From an optimization exercise on the open Yosys and OpenROAD flow, aimed at small area, a short achievable clock period and few clock cycles per item; shortcuts taken in it are not production practice.
Where RTL was checked, it was by simulation tests only, not by an equivalence proof against the original.
Power is estimated from default activity; no workload was simulated.

==> onyx <==
// soc_curve_interp_validate
module soc_curve_interp_validate #(
  parameter int NUM_POINTS = 8
) (
  input  logic        clk,
  input  logic        rst,
  input  logic        cfg_wen,
  input  logic        cfg_index,
  input  logic [7:0]  cfg_data,
  input  logic        in_valid,
  output logic        in_ready,
  input  logic [19:0] in_data,
  output logic        out_valid,
  input  logic        out_ready,
  output logic [15:0] out_data
);
clock: 10.0 ns
lec_check: 0
abc_area: 1
cap_margin: 20
core_margin: 2
core_utilization: 40
cts_buf_list: sky130_fd_sc_hd__clkbuf_8
cts_cluster_diameter: 150
cts_cluster_size: 50
setup_slack_margin: 5
slew_margin: 20
standard.sh (not shown) runs the stock make flow with config.mk's settings and CLKGATE_MAP_FILE= SYNTH_SCRIPT=/design/flow/synth_recipe.tcl, a recipe that flattens the netlist after the stock synthesis.
==> flow/flow/run.sh <==
#!/bin/bash
set -euo pipefail
MARGIN=${FLOW_SETUP_MARGIN:-6.6}
sed "s/SETUP_SLACK_MARGIN=[0-9.]*/SETUP_SLACK_MARGIN=${MARGIN}/" standard.sh > standard_margin.sh
bash standard_margin.sh > standard.log 2>&1
==> ember: changes against onyx <==
--- a/flow/design.v
+++ b/flow/design.v
@@ -21,11 +21,11 @@
       ve <= 8'd53;
       mt <= 7'd5;
     end else begin
       if (cfg_wen && cfg_index) mt <= cfg_data[6:0];
       if (cfg_wen && !cfg_index) ve <= cfg_data;
-      else if (busy) ve <= {ve[1:0], ve[7:2]};
+      else if (busy && eseg != 3'd5) ve <= {ve[1:0], ve[7:2]};
     end
   end
   logic [2:0]  eseg;    
   logic [1:0]  ebit;
   logic [13:0] acc;
@@ -104,27 +104,26 @@
       busy <= 1'b1;
       eseg <= 3'd0;
       ebit <= 2'd0;
     end else if (busy) begin
       ebit <= ebit + 2'd1;
-      if (ebit == 2'd3) begin
-        eseg <= eseg + 3'd1;
-        if (eseg == 3'd4) busy <= 1'b0;
-      end
+      if (ebit == 2'd3) eseg <= eseg + 3'd1;
+      if (eseg == 3'd5) busy <= 1'b0;
     end
   end
   always_ff @(posedge clk) begin
     acc <= acc_next;
   end
   always_ff @(posedge clk) begin
-    if (busy && ebit == 2'd3) begin
+    if (busy && ebit == 2'd0) begin
       case (eseg)
-        3'd0: t1 <= acc_next[11:7];
-        3'd1: t2 <= acc_next[12:7];
-        3'd2: t3 <= acc_next[13:7];
-        3'd3: t4 <= acc_next[13:7];
-        default: t5 <= acc_next[12:7];
+        3'd1: t1 <= acc[11:7];
+        3'd2: t2 <= acc[12:7];
+        3'd3: t3 <= acc[13:7];
+        3'd4: t4 <= acc[13:7];
+        3'd5: t5 <= acc[12:7];
+        default: ;
       endcase
     end
   end
   logic [2:0] t6;
   logic [1:0] t7;
@@ -502,19 +501,63 @@
   assign ev_new_n347 = ~ev_new_n324 & ev_new_n346;
   assign ev_new_n348 = ev_new_n125 & ~ev_new_n347;
   assign ev_new_n349 = ~ev_new_n157 & ~ev_new_n348;
   assign e[0] = ev_new_n317 | ~ev_new_n349;
   logic [2:0] sg;
-  always_comb begin
-    if (v >= 13'd3893) sg = 3'd1;
-    else if (v >= 13'd3783) sg = 3'd2;
-    else if (v >= 13'd3721) sg = 3'd3;
-    else if (v >= 13'd3686) sg = 3'd4;
-    else if (v >= 13'd3575) sg = 3'd5;
-    else if (v >= 13'd3487) sg = 3'd6;
-    else sg = 3'd7;
-  end
+  logic sg_new_n17, sg_new_n18, sg_new_n19, sg_new_n20, sg_new_n21, sg_new_n22, sg_new_n23, sg_new_n24, sg_new_n25, sg_new_n26, sg_new_n27, sg_new_n29, sg_new_n30, sg_new_n31, sg_new_n32, sg_new_n33, sg_new_n34, sg_new_n35, sg_new_n36, sg_new_n37, sg_new_n38, sg_new_n39, sg_new_n40, sg_new_n41, sg_new_n42, sg_new_n43, sg_new_n44, sg_new_n45, sg_new_n46, sg_new_n47, sg_new_n48, sg_new_n50, sg_new_n51, sg_new_n52, sg_new_n53, sg_new_n54, sg_new_n55, sg_new_n56, sg_new_n57, sg_new_n58, sg_new_n59, sg_new_n60, sg_new_n61, sg_new_n62, sg_new_n63, sg_new_n64, sg_new_n65, sg_new_n66, sg_new_n67;
+  assign sg_new_n17 = v[11] & v[10];
+  assign sg_new_n18 = v[9] & sg_new_n17;
+  assign sg_new_n19 = ~v[1] & ~v[0];
+  assign sg_new_n20 = ~v[2] & sg_new_n19;
+  assign sg_new_n21 = v[3] & ~sg_new_n20;
+  assign sg_new_n22 = ~v[6] & ~v[5];
+  assign sg_new_n23 = ~v[4] & sg_new_n22;
+  assign sg_new_n24 = ~sg_new_n21 & sg_new_n23;
+  assign sg_new_n25 = v[7] & ~sg_new_n24;
+  assign sg_new_n26 = ~v[8] & ~sg_new_n25;
+  assign sg_new_n27 = sg_new_n18 & ~sg_new_n26;
+  assign sg[2] = ~v[12] & ~sg_new_n27;
+  assign sg_new_n29 = v[5] & v[4];
+  assign sg_new_n30 = v[2] & ~sg_new_n19;
+  assign sg_new_n31 = ~v[3] & ~sg_new_n30;
+  assign sg_new_n32 = sg_new_n29 & ~sg_new_n31;
+  assign sg_new_n33 = v[8] & ~v[7];
+  assign sg_new_n34 = ~v[6] & sg_new_n33;
+  assign sg_new_n35 = sg_new_n18 & sg_new_n34;
+  assign sg_new_n36 = ~sg_new_n32 & sg_new_n35;
+  assign sg_new_n37 = sg_new_n18 & ~sg_new_n25;
+  assign sg_new_n38 = ~sg_new_n36 & sg_new_n37;
+  assign sg_new_n39 = v[8] & v[7];
+  assign sg_new_n40 = sg_new_n17 & sg_new_n39;
+  assign sg_new_n41 = v[2] & v[1];
+  assign sg_new_n42 = v[0] & sg_new_n41;
+  assign sg_new_n43 = ~v[3] & ~sg_new_n42;
+  assign sg_new_n44 = v[6] & sg_new_n29;
+  assign sg_new_n45 = ~sg_new_n43 & sg_new_n44;
+  assign sg_new_n46 = ~v[9] & ~sg_new_n45;
+  assign sg_new_n47 = sg_new_n40 & ~sg_new_n46;
+  assign sg_new_n48 = ~v[12] & ~sg_new_n47;
+  assign sg[1] = ~sg_new_n38 & sg_new_n48;
+  assign sg_new_n50 = v[7] & sg_new_n24;
+  assign sg_new_n51 = ~v[7] & ~sg_new_n41;
+  assign sg_new_n52 = v[5] & ~sg_new_n51;
+  assign sg_new_n53 = ~v[4] & sg_new_n43;
+  assign sg_new_n54 = ~sg_new_n52 & sg_new_n53;
+  assign sg_new_n55 = ~v[7] & ~v[5];
+  assign sg_new_n56 = v[6] & ~sg_new_n55;
+  assign sg_new_n57 = ~sg_new_n54 & sg_new_n56;
+  assign sg_new_n58 = ~sg_new_n50 & ~sg_new_n57;
+  assign sg_new_n59 = ~v[8] & sg_new_n18;
+  assign sg_new_n60 = ~sg_new_n58 & sg_new_n59;
+  assign sg_new_n61 = v[4] & v[3];
+  assign sg_new_n62 = sg_new_n42 & sg_new_n61;
+  assign sg_new_n63 = sg_new_n22 & ~sg_new_n62;
+  assign sg_new_n64 = sg_new_n40 & ~sg_new_n63;
+  assign sg_new_n65 = sg_new_n46 & sg_new_n64;
+  assign sg_new_n66 = ~sg_new_n36 & ~sg_new_n65;
+  assign sg_new_n67 = ~sg_new_n60 & sg_new_n66;
+  assign sg[0] = v[12] | sg_new_n67;
   logic [6:0] t_raw;
   always_comb begin
     case (sg)
       3'd1: t_raw = {2'd0, t1};
       3'd2: t_raw = {1'd0, t2};
@@ -532,24 +575,25 @@
   logic [6:0] ad;
   logic       ok;
   assign tol = (r1_t < mt) ? mt : r1_t;
   assign d   = {1'b0, r1_c} - {1'b0, r1_e};
   assign ad  = d[7] ? 7'(-d) : d[6:0];
-  assign ok  = (ad < r1_t) || (ad < mt);
+  assign ok  = ad < tol;
   logic       s_v;
   logic       s_ok, h_ok;
   logic [6:0] s_e, s_t, h_e, h_t;
   logic       h_free, r1_en, r0_en;
   assign h_free = !out_valid || out_ready;
   assign r1_en  = !r1_v || !s_v;
   assign r0_en  = !r0_v || r1_en;
-  logic       r0_v_n, r1_v_n, s_v_n, busy_n;
+  logic       r0_v_n, r1_v_n, s_v_n, busy_n, busy_long_n;
   always_comb begin
     r0_v_n = r0_en ? (in_valid && in_ready) : r0_v;
     r1_v_n = r1_en ? r0_v : r1_v;
     s_v_n  = h_free ? 1'b0 : (s_v || r1_v);
-    busy_n = (cfg_wen && !cfg_index) || (busy && !(ebit == 2'd3 && eseg == 3'd4));
+    busy_n = (cfg_wen && !cfg_index) || (busy && eseg != 3'd5);
+    busy_long_n = (cfg_wen && !cfg_index) || (busy && eseg != 3'd5 && !(eseg == 3'd4 && ebit == 2'd3));
   end
   always_ff @(posedge clk) begin
     if (rst) begin
       r0_v      <= 1'b0;
       r1_v      <= 1'b0;
@@ -559,11 +603,11 @@
     end else begin
       r0_v      <= r0_v_n;
       r1_v      <= r1_v_n;
       s_v       <= s_v_n;
       out_valid <= h_free ? (s_v || r1_v) : 1'b1;
-      in_ready  <= !busy_n && (!r0_v_n || !r1_v_n || !s_v_n);
+      in_ready  <= !busy_long_n && (!r0_v_n || !r1_v_n || !s_v_n);
     end
   end
   always_ff @(posedge clk) begin
     if (r0_en) begin
       v    <= in_data[19:7];
==> flow/flow/run.sh (replaced) <==
#!/bin/bash
set -euo pipefail
MARGIN=${FLOW_SETUP_MARGIN:-6.7}
export BUFFER_PORTS_ARGS="-buffer_cell sky130_fd_sc_hd__buf_1"
sed "s/SETUP_SLACK_MARGIN=[0-9.]*/SETUP_SLACK_MARGIN=${MARGIN}/" standard.sh > standard_margin.sh
bash standard_margin.sh > standard.log 2>&1
Settings changed: CORE_UTILIZATION 40 to 50, TNS_END_PERCENT from default to 0.
==> zinc: changes against onyx <==
--- a/flow/design.v
+++ b/flow/design.v
@@ -21,11 +21,11 @@
       ve <= 8'd53;
       mt <= 7'd5;
     end else begin
       if (cfg_wen && cfg_index) mt <= cfg_data[6:0];
       if (cfg_wen && !cfg_index) ve <= cfg_data;
-      else if (busy) ve <= {ve[1:0], ve[7:2]};
+      else if (busy && eseg != 3'd5) ve <= {ve[1:0], ve[7:2]};
     end
   end
   logic [2:0]  eseg;    
   logic [1:0]  ebit;
   logic [13:0] acc;
@@ -104,27 +104,26 @@
       busy <= 1'b1;
       eseg <= 3'd0;
       ebit <= 2'd0;
     end else if (busy) begin
       ebit <= ebit + 2'd1;
-      if (ebit == 2'd3) begin
-        eseg <= eseg + 3'd1;
-        if (eseg == 3'd4) busy <= 1'b0;
-      end
+      if (ebit == 2'd3) eseg <= eseg + 3'd1;
+      if (eseg == 3'd5) busy <= 1'b0;
     end
   end
   always_ff @(posedge clk) begin
     acc <= acc_next;
   end
   always_ff @(posedge clk) begin
-    if (busy && ebit == 2'd3) begin
+    if (busy && ebit == 2'd0) begin
       case (eseg)
-        3'd0: t1 <= acc_next[11:7];
-        3'd1: t2 <= acc_next[12:7];
-        3'd2: t3 <= acc_next[13:7];
-        3'd3: t4 <= acc_next[13:7];
-        default: t5 <= acc_next[12:7];
+        3'd1: t1 <= acc[11:7];
+        3'd2: t2 <= acc[12:7];
+        3'd3: t3 <= acc[13:7];
+        3'd4: t4 <= acc[13:7];
+        3'd5: t5 <= acc[12:7];
+        default: ;
       endcase
     end
   end
   logic [2:0] t6;
   logic [1:0] t7;
@@ -545,11 +544,11 @@
   logic       r0_v_n, r1_v_n, s_v_n, busy_n;
   always_comb begin
     r0_v_n = r0_en ? (in_valid && in_ready) : r0_v;
     r1_v_n = r1_en ? r0_v : r1_v;
     s_v_n  = h_free ? 1'b0 : (s_v || r1_v);
-    busy_n = (cfg_wen && !cfg_index) || (busy && !(ebit == 2'd3 && eseg == 3'd4));
+    busy_n = (cfg_wen && !cfg_index) || (busy && eseg != 3'd5);
   end
   always_ff @(posedge clk) begin
     if (rst) begin
       r0_v      <= 1'b0;
       r1_v      <= 1'b0;
==> flow/flow/run.sh (replaced) <==
#!/bin/bash
set -euo pipefail
MARGIN=${FLOW_SETUP_MARGIN:-6.6}
export BUFFER_PORTS_ARGS="-buffer_cell sky130_fd_sc_hd__buf_1"
sed "s/SETUP_SLACK_MARGIN=[0-9.]*/SETUP_SLACK_MARGIN=${MARGIN}/" standard.sh > standard_margin.sh
bash standard_margin.sh > standard.log 2>&1
Settings changed: ABC_AREA 1 to default.
==> notes <==
ember completed with no timing, DRC or antenna violations. onyx went through all stages and came out clean. zinc ran to the end with no violations. Against zinc, the core utilization of ember is higher by 9.2 points. Sequential cell count is the same in zinc and ember. Global-route usage: zinc < onyx < ember. Non-clock buffer count, lowest first: ember, onyx, zinc. Cell area: onyx > zinc > ember. The lowest fmax belongs to zinc, the highest to ember. The lowest hold slack belongs to ember, the highest to onyx. In clock skew, zinc and onyx hardly differ. Synthesized cell count, highest first: onyx, ember, zinc.
Testbench counts of onyx, summed over its fixed seeds: cycles 3,368, items 3,200.
Testbench counts of ember, summed over its fixed seeds: cycles 3,368, items 3,200.
Testbench counts of zinc, summed over its fixed seeds: cycles 3,376, items 3,200.

==> inputs of run X <==
soc_curve_interp_validate, a different RTL version from the one above (not shown whole).
==> flow/design.v (excerpt) <==
module soc_curve_interp_validate #(
  parameter int NUM_POINTS = 8
) (
  input  logic        clk,
  input  logic        rst,
  input  logic        cfg_wen,
  input  logic        cfg_index,
  input  logic [7:0]  cfg_data,
  input  logic        in_valid,
  output logic        in_ready,
  input  logic [19:0] in_data,
  output logic        out_valid,
  input  logic        out_ready,
  output logic [15:0] out_data
);
clock: 10.0 ns
lec_check: 0
abc_area: 1
cap_margin: 20
core_margin: 2
core_utilization: 40
setup_slack_margin: 5
slew_margin: 20
run.sh (not shown) runs the stock make flow with config.mk's settings and CLKGATE_MAP_FILE= SYNTH_SCRIPT=/design/flow/synth_recipe.tcl, a recipe that flattens the netlist after the stock synthesis.
Stock flow here: none of the scripts above is used.
==> run Z: changes against run X <==
--- a/flow/design.v
+++ b/flow/design.v
@@ -541,33 +541,32 @@
       3'd3: t_raw = t3;
       3'd4: t_raw = t4;
       3'd5: t_raw = {1'd0, t5};
       3'd6: t_raw = {4'd0, t6};
       default: t_raw = {5'd0, t7};
     endcase
   end
   assign tol = (t_raw < mt) ? mt : t_raw;
-  logic [7:0] w_hi, w_lo;
-  assign w_hi = {1'b0, in_data[6:0]} + {1'b0, tol};
-  assign w_lo = {1'b0, in_data[6:0]} - {1'b0, tol};
   logic hold_free;
   assign hold_free = !out_valid || out_ready;
   assign in_ready  = hold_free && !busy;
-  logic [6:0] r_e;
+  logic [6:0] r_e, r_c;
   logic [6:0] r_t;
-  logic [7:0] r_hi, r_lo;
   always_ff @(posedge clk) begin
     if (rst) out_valid <= 1'b0;
     else if (hold_free) out_valid <= in_valid && !busy;
   end
   always_ff @(posedge clk) begin
     if (hold_free) begin
       r_e  <= e;
+      r_c  <= in_data[6:0];
       r_t  <= tol;
-      r_hi <= w_hi;
-      r_lo <= w_lo;
     end
   end
+  logic [7:0] d;
+  logic [6:0] ad;
   logic ok;
-  assign ok = ({1'b0, r_e} < r_hi) && (r_lo[7] || (r_e > r_lo[6:0]));
+  assign d  = {1'b0, r_c} - {1'b0, r_e};
+  assign ad = d[7] ? 7'(-d) : d[6:0];
+  assign ok = ad < r_t;
   assign out_data = {ok, r_e, 1'b0, r_t};
 endmodule
==> run Y: changes against run X <==
--- a/flow/design.v
+++ b/flow/design.v
@@ -169,19 +169,20 @@
   assign t67_new_n45 = ~ve[4] & ~t67_new_n17;
   assign t67_new_n46 = ~t67_new_n44 & t67_new_n45;
   assign t67_new_n47 = ~t67_new_n42 & t67_new_n46;
   assign t67_new_n48 = ~t67_new_n41 & ~t67_new_n47;
   assign t6[0] = ~t67_new_n35 & t67_new_n48;
   assign t7[1] = t67_new_n14 & ~t67_new_n46;
   assign t67_new_n51 = ~ve[7] & ~t67_new_n32;
   assign t7[0] = ~t7[1] & ~t67_new_n51;
+  logic        r0_v;
   logic [12:0] v;
+  logic [6:0]  r0_c;
   logic [6:0]  e;
-  assign v = in_data[19:7];
   logic ev_new_n21, ev_new_n22, ev_new_n23, ev_new_n24, ev_new_n25, ev_new_n26, ev_new_n27, ev_new_n28, ev_new_n29, ev_new_n30, ev_new_n32, ev_new_n33, ev_new_n34, ev_new_n35, ev_new_n36, ev_new_n37, ev_new_n38, ev_new_n39, ev_new_n40, ev_new_n41, ev_new_n42, ev_new_n43, ev_new_n44, ev_new_n45, ev_new_n46, ev_new_n47, ev_new_n48, ev_new_n49, ev_new_n50, ev_new_n51, ev_new_n52, ev_new_n53, ev_new_n54, ev_new_n55, ev_new_n56, ev_new_n57, ev_new_n58, ev_new_n59, ev_new_n60, ev_new_n61, ev_new_n62, ev_new_n63, ev_new_n64, ev_new_n65, ev_new_n66, ev_new_n67, ev_new_n68, ev_new_n69, ev_new_n70, ev_new_n71, ev_new_n72, ev_new_n73, ev_new_n74, ev_new_n75, ev_new_n76, ev_new_n77, ev_new_n78, ev_new_n79, ev_new_n80, ev_new_n81, ev_new_n82, ev_new_n83, ev_new_n84, ev_new_n85, ev_new_n86, ev_new_n87, ev_new_n88, ev_new_n89, ev_new_n90, ev_new_n91, ev_new_n92, ev_new_n93, ev_new_n94, ev_new_n95, ev_new_n96, ev_new_n97, ev_new_n98, ev_new_n99, ev_new_n100, ev_new_n101, ev_new_n102, ev_new_n103, ev_new_n104, ev_new_n105, ev_new_n106, ev_new_n107, ev_new_n108, ev_new_n109, ev_new_n110, ev_new_n111, ev_new_n112, ev_new_n113, ev_new_n114, ev_new_n115, ev_new_n116, ev_new_n117, ev_new_n118, ev_new_n119, ev_new_n120, ev_new_n121, ev_new_n122, ev_new_n123, ev_new_n124, ev_new_n125, ev_new_n126, ev_new_n127, ev_new_n128, ev_new_n129, ev_new_n130, ev_new_n131, ev_new_n132, ev_new_n133, ev_new_n134, ev_new_n135, ev_new_n136, ev_new_n137, ev_new_n138, ev_new_n139, ev_new_n140, ev_new_n141, ev_new_n142, ev_new_n143, ev_new_n144, ev_new_n145, ev_new_n146, ev_new_n147, ev_new_n148, ev_new_n149, ev_new_n150, ev_new_n151, ev_new_n152, ev_new_n153, ev_new_n154, ev_new_n156, ev_new_n157, ev_new_n158, ev_new_n159, ev_new_n161, ev_new_n162, ev_new_n163, ev_new_n164, ev_new_n165, ev_new_n166, ev_new_n167, ev_new_n168, ev_new_n169, ev_new_n170, ev_new_n171, ev_new_n172, ev_new_n173, ev_new_n175, ev_new_n176, ev_new_n177, ev_new_n178, ev_new_n179, ev_new_n180, ev_new_n181, ev_new_n182, ev_new_n183, ev_new_n184, ev_new_n185, ev_new_n186, ev_new_n187, ev_new_n188, ev_new_n189, ev_new_n190, ev_new_n191, ev_new_n192, ev_new_n193, ev_new_n194, ev_new_n195, ev_new_n196, ev_new_n197, ev_new_n198, ev_new_n199, ev_new_n200, ev_new_n201, ev_new_n202, ev_new_n203, ev_new_n204, ev_new_n205, ev_new_n206, ev_new_n207, ev_new_n208, ev_new_n209, ev_new_n210, ev_new_n211, ev_new_n212, ev_new_n213, ev_new_n214, ev_new_n215, ev_new_n216, ev_new_n217, ev_new_n218, ev_new_n219, ev_new_n220, ev_new_n221, ev_new_n222, ev_new_n223, ev_new_n224, ev_new_n225, ev_new_n226, ev_new_n227, ev_new_n228, ev_new_n229, ev_new_n230, ev_new_n231, ev_new_n232, ev_new_n233, ev_new_n234, ev_new_n235, ev_new_n236, ev_new_n238, ev_new_n239, ev_new_n240, ev_new_n241, ev_new_n242, ev_new_n243, ev_new_n244, ev_new_n245, ev_new_n246, ev_new_n247, ev_new_n248, ev_new_n249, ev_new_n250, ev_new_n251, ev_new_n252, ev_new_n253, ev_new_n254, ev_new_n255, ev_new_n256, ev_new_n257, ev_new_n258, ev_new_n259, ev_new_n260, ev_new_n261, ev_new_n262, ev_new_n263, ev_new_n264, ev_new_n265, ev_new_n266, ev_new_n267, ev_new_n268, ev_new_n269, ev_new_n270, ev_new_n271, ev_new_n272, ev_new_n273, ev_new_n274, ev_new_n275, ev_new_n276, ev_new_n277, ev_new_n278, ev_new_n279, ev_new_n280, ev_new_n281, ev_new_n282, ev_new_n284, ev_new_n285, ev_new_n286, ev_new_n287, ev_new_n288, ev_new_n289, ev_new_n290, ev_new_n291, ev_new_n292, ev_new_n293, ev_new_n294, ev_new_n295, ev_new_n296, ev_new_n297, ev_new_n298, ev_new_n299, ev_new_n300, ev_new_n301, ev_new_n302, ev_new_n303, ev_new_n304, ev_new_n305, ev_new_n306, ev_new_n307, ev_new_n308, ev_new_n309, ev_new_n310, ev_new_n311, ev_new_n312, ev_new_n313, ev_new_n314, ev_new_n315, ev_new_n316, ev_new_n317, ev_new_n318, ev_new_n319, ev_new_n320, ev_new_n321, ev_new_n322, ev_new_n323, ev_new_n324, ev_new_n325, ev_new_n326, ev_new_n327, ev_new_n328, ev_new_n329, ev_new_n330, ev_new_n331, ev_new_n332, ev_new_n333, ev_new_n334, ev_new_n335, ev_new_n336, ev_new_n337, ev_new_n338, ev_new_n339, ev_new_n340, ev_new_n341, ev_new_n342, ev_new_n343, ev_new_n344, ev_new_n345, ev_new_n346, ev_new_n347, ev_new_n348, ev_new_n349, ev_new_n350, ev_new_n351, ev_new_n352, ev_new_n353, ev_new_n354, ev_new_n355, ev_new_n356, ev_new_n357, ev_new_n358, ev_new_n359, ev_new_n360, ev_new_n361, ev_new_n362, ev_new_n363, ev_new_n364;
   assign ev_new_n21 = v[11] & v[10];
   assign ev_new_n22 = v[9] & ev_new_n21;
   assign ev_new_n23 = v[7] & v[6];
   assign ev_new_n24 = ~v[2] & ~v[1];
   assign ev_new_n25 = ~v[3] & ev_new_n24;
   assign ev_new_n26 = v[5] & ~ev_new_n25;
   assign ev_new_n27 = v[4] & ev_new_n26;
@@ -541,33 +542,70 @@
       3'd3: t_raw = t3;
       3'd4: t_raw = t4;
       3'd5: t_raw = {1'd0, t5};
       3'd6: t_raw = {4'd0, t6};
       default: t_raw = {5'd0, t7};
     endcase
   end
   assign tol = (t_raw < mt) ? mt : t_raw;
-  logic [7:0] w_hi, w_lo;
-  assign w_hi = {1'b0, in_data[6:0]} + {1'b0, tol};
-  assign w_lo = {1'b0, in_data[6:0]} - {1'b0, tol};
-  logic hold_free;
-  assign hold_free = !out_valid || out_ready;
-  assign in_ready  = hold_free && !busy;
-  logic [6:0] r_e;
-  logic [6:0] r_t;
-  logic [7:0] r_hi, r_lo;
+  logic       r1_v;
+  logic [6:0] r1_e, r1_c, r1_t;
+  logic [7:0] d;
+  logic [6:0] ad;
+  logic       ok;
+  assign d  = {1'b0, r1_c} - {1'b0, r1_e};
+  assign ad = d[7] ? 7'(-d) : d[6:0];
+  assign ok = ad < r1_t;
+  logic       s_v;
+  logic       s_ok, h_ok;
+  logic [6:0] s_e, s_t, h_e, h_t;
+  logic       h_free, r1_en, r0_en;
+  assign h_free = !out_valid || out_ready;
+  assign r1_en  = !r1_v || !s_v;
+  assign r0_en  = !r0_v || r1_en;
+  assign in_ready = !busy && r0_en;
   always_ff @(posedge clk) begin
-    if (rst) out_valid <= 1'b0;
-    else if (hold_free) out_valid <= in_valid && !busy;
+    if (rst) begin
+      r0_v      <= 1'b0;
+      r1_v      <= 1'b0;
+      s_v       <= 1'b0;
+      out_valid <= 1'b0;
+    end else begin
+      if (r0_en) r0_v <= in_valid && in_ready;
+      if (r1_en) r1_v <= r0_v;
+      if (h_free) begin
+        out_valid <= s_v || r1_v;
+        s_v       <= 1'b0;
+      end else if (!s_v) begin
+        s_v       <= r1_v;
+      end
+    end
   end
   always_ff @(posedge clk) begin
-    if (hold_free) begin
-      r_e  <= e;
-      r_t  <= tol;
-      r_hi <= w_hi;
-      r_lo <= w_lo;
+    if (r0_en) begin
+      v    <= in_data[19:7];
+      r0_c <= in_data[6:0];
+    end
+    if (r1_en) begin
+      r1_e <= e;
+      r1_c <= r0_c;
+      r1_t <= tol;
+    end
+    if (!s_v) begin
+      s_ok <= ok;
+      s_e  <= r1_e;
+      s_t  <= r1_t;
+    end
+    if (h_free) begin
+      if (s_v) begin
+        h_ok <= s_ok;
+        h_e  <= s_e;
+        h_t  <= s_t;
+      end else begin
+        h_ok <= ok;
+        h_e  <= r1_e;
+        h_t  <= r1_t;
+      end
     end
   end
-  logic ok;
-  assign ok = ({1'b0, r_e} < r_hi) && (r_lo[7] || (r_e > r_lo[6:0]));
-  assign out_data = {ok, r_e, 1'b0, r_t};
+  assign out_data = {h_ok, h_e, 1'b0, h_t};
 endmodule
==> qor.txt <==
Compound-Gate Fraction of Synth Area: 0.160
met1 Usage GRT: 0.282
Sequential Area: 2520 sq um
Initial DRT Pass Iterations: 5
Vias: 7298
hold path cells: 2
reg-to-reg endpoint: t3[1]
status: no timing/DRC/antenna violations
final-layout fill cell count: 1688
Multi-In Gates: 745
That was run X.
==> qor.txt <==
WL met3: 1.21 mm
reg-to-reg endpoint: r1_t[5]
status: no timing/DRC/antenna violations
Compound-Gate Fraction of Synth Area: 0.137
met1 Usage GRT: 0.266
final-layout fill cell count: 1974
sequential power: 736 uW
Critical path destination: r1_t[5]
hold_buf cts: 0
Post-CTS Setup Bufs: 0
Multi-In Gates: 724
That was run Y.
==> qor.txt <==
status: no timing/DRC/antenna violations
post-route ant nets: 0
Initial DRT Pass Iterations: 6
final-layout fill cell count: 1669
Vias: 6619
met1 Usage GRT: 0.283
hold path cells: 2
top layer in use: met4
Cells after Synth: 949
fin crit period: 5.15 ns
Multi-In Gates: 704
Max clock buf depth: 2
Compound-Gate Fraction of Synth Area: 0.155
That was run Z.
Testbench counts of run Z, summed over its fixed seeds: cycles 3,352, items 3,200.
The RTL of run X and run Y was laid out without a check of its function.

==> separate check: timing with driven ports <==
The flow's constraints put no driver on any port. The routed layouts listed below were extracted and timed again, unchanged, in two steps.
Step 1 assumes that a clkbuf_16 drives the clock port and a buf_2 every other input.
Step 2 times the ports against the registers' clock, not the clock port: input delays grow and output delays shrink by t, the midpoint of the rising clock arrivals with the driver on.
Three values: no drivers, after step 1, after step 2; two values: the first two.
run | shift t [ns] | setup WS [ns] | worst setup path at the end | clock arrival spread, ns
onyx | 0.477 | 6.673 / 6.663 / 6.432 | input to register | 0.012 / 0.013
ember | 0.486 | 6.777 / 6.777 / 6.384 | input to register | 0.016 / 0.017
zinc | 0.499 | 6.597 / 6.597 / 6.403 | input to register | 0.014 / 0.015
run X | 0.390 | 4.343 / 4.326 / 3.936 | input to register | 0.015 / 0.014
run Z | 0.397 | 4.846 / 4.802 / 4.849 | input to register | 0.014 / 0.013
run Y | 0.454 | 5.587 / 5.587 / 5.587 | register to register | 0.011 / 0.010
After both steps every run listed still meets setup and hold. The setup slack of run X, which loses most, moves by -0.017 ns with the drivers and by -0.407 ns with both steps.
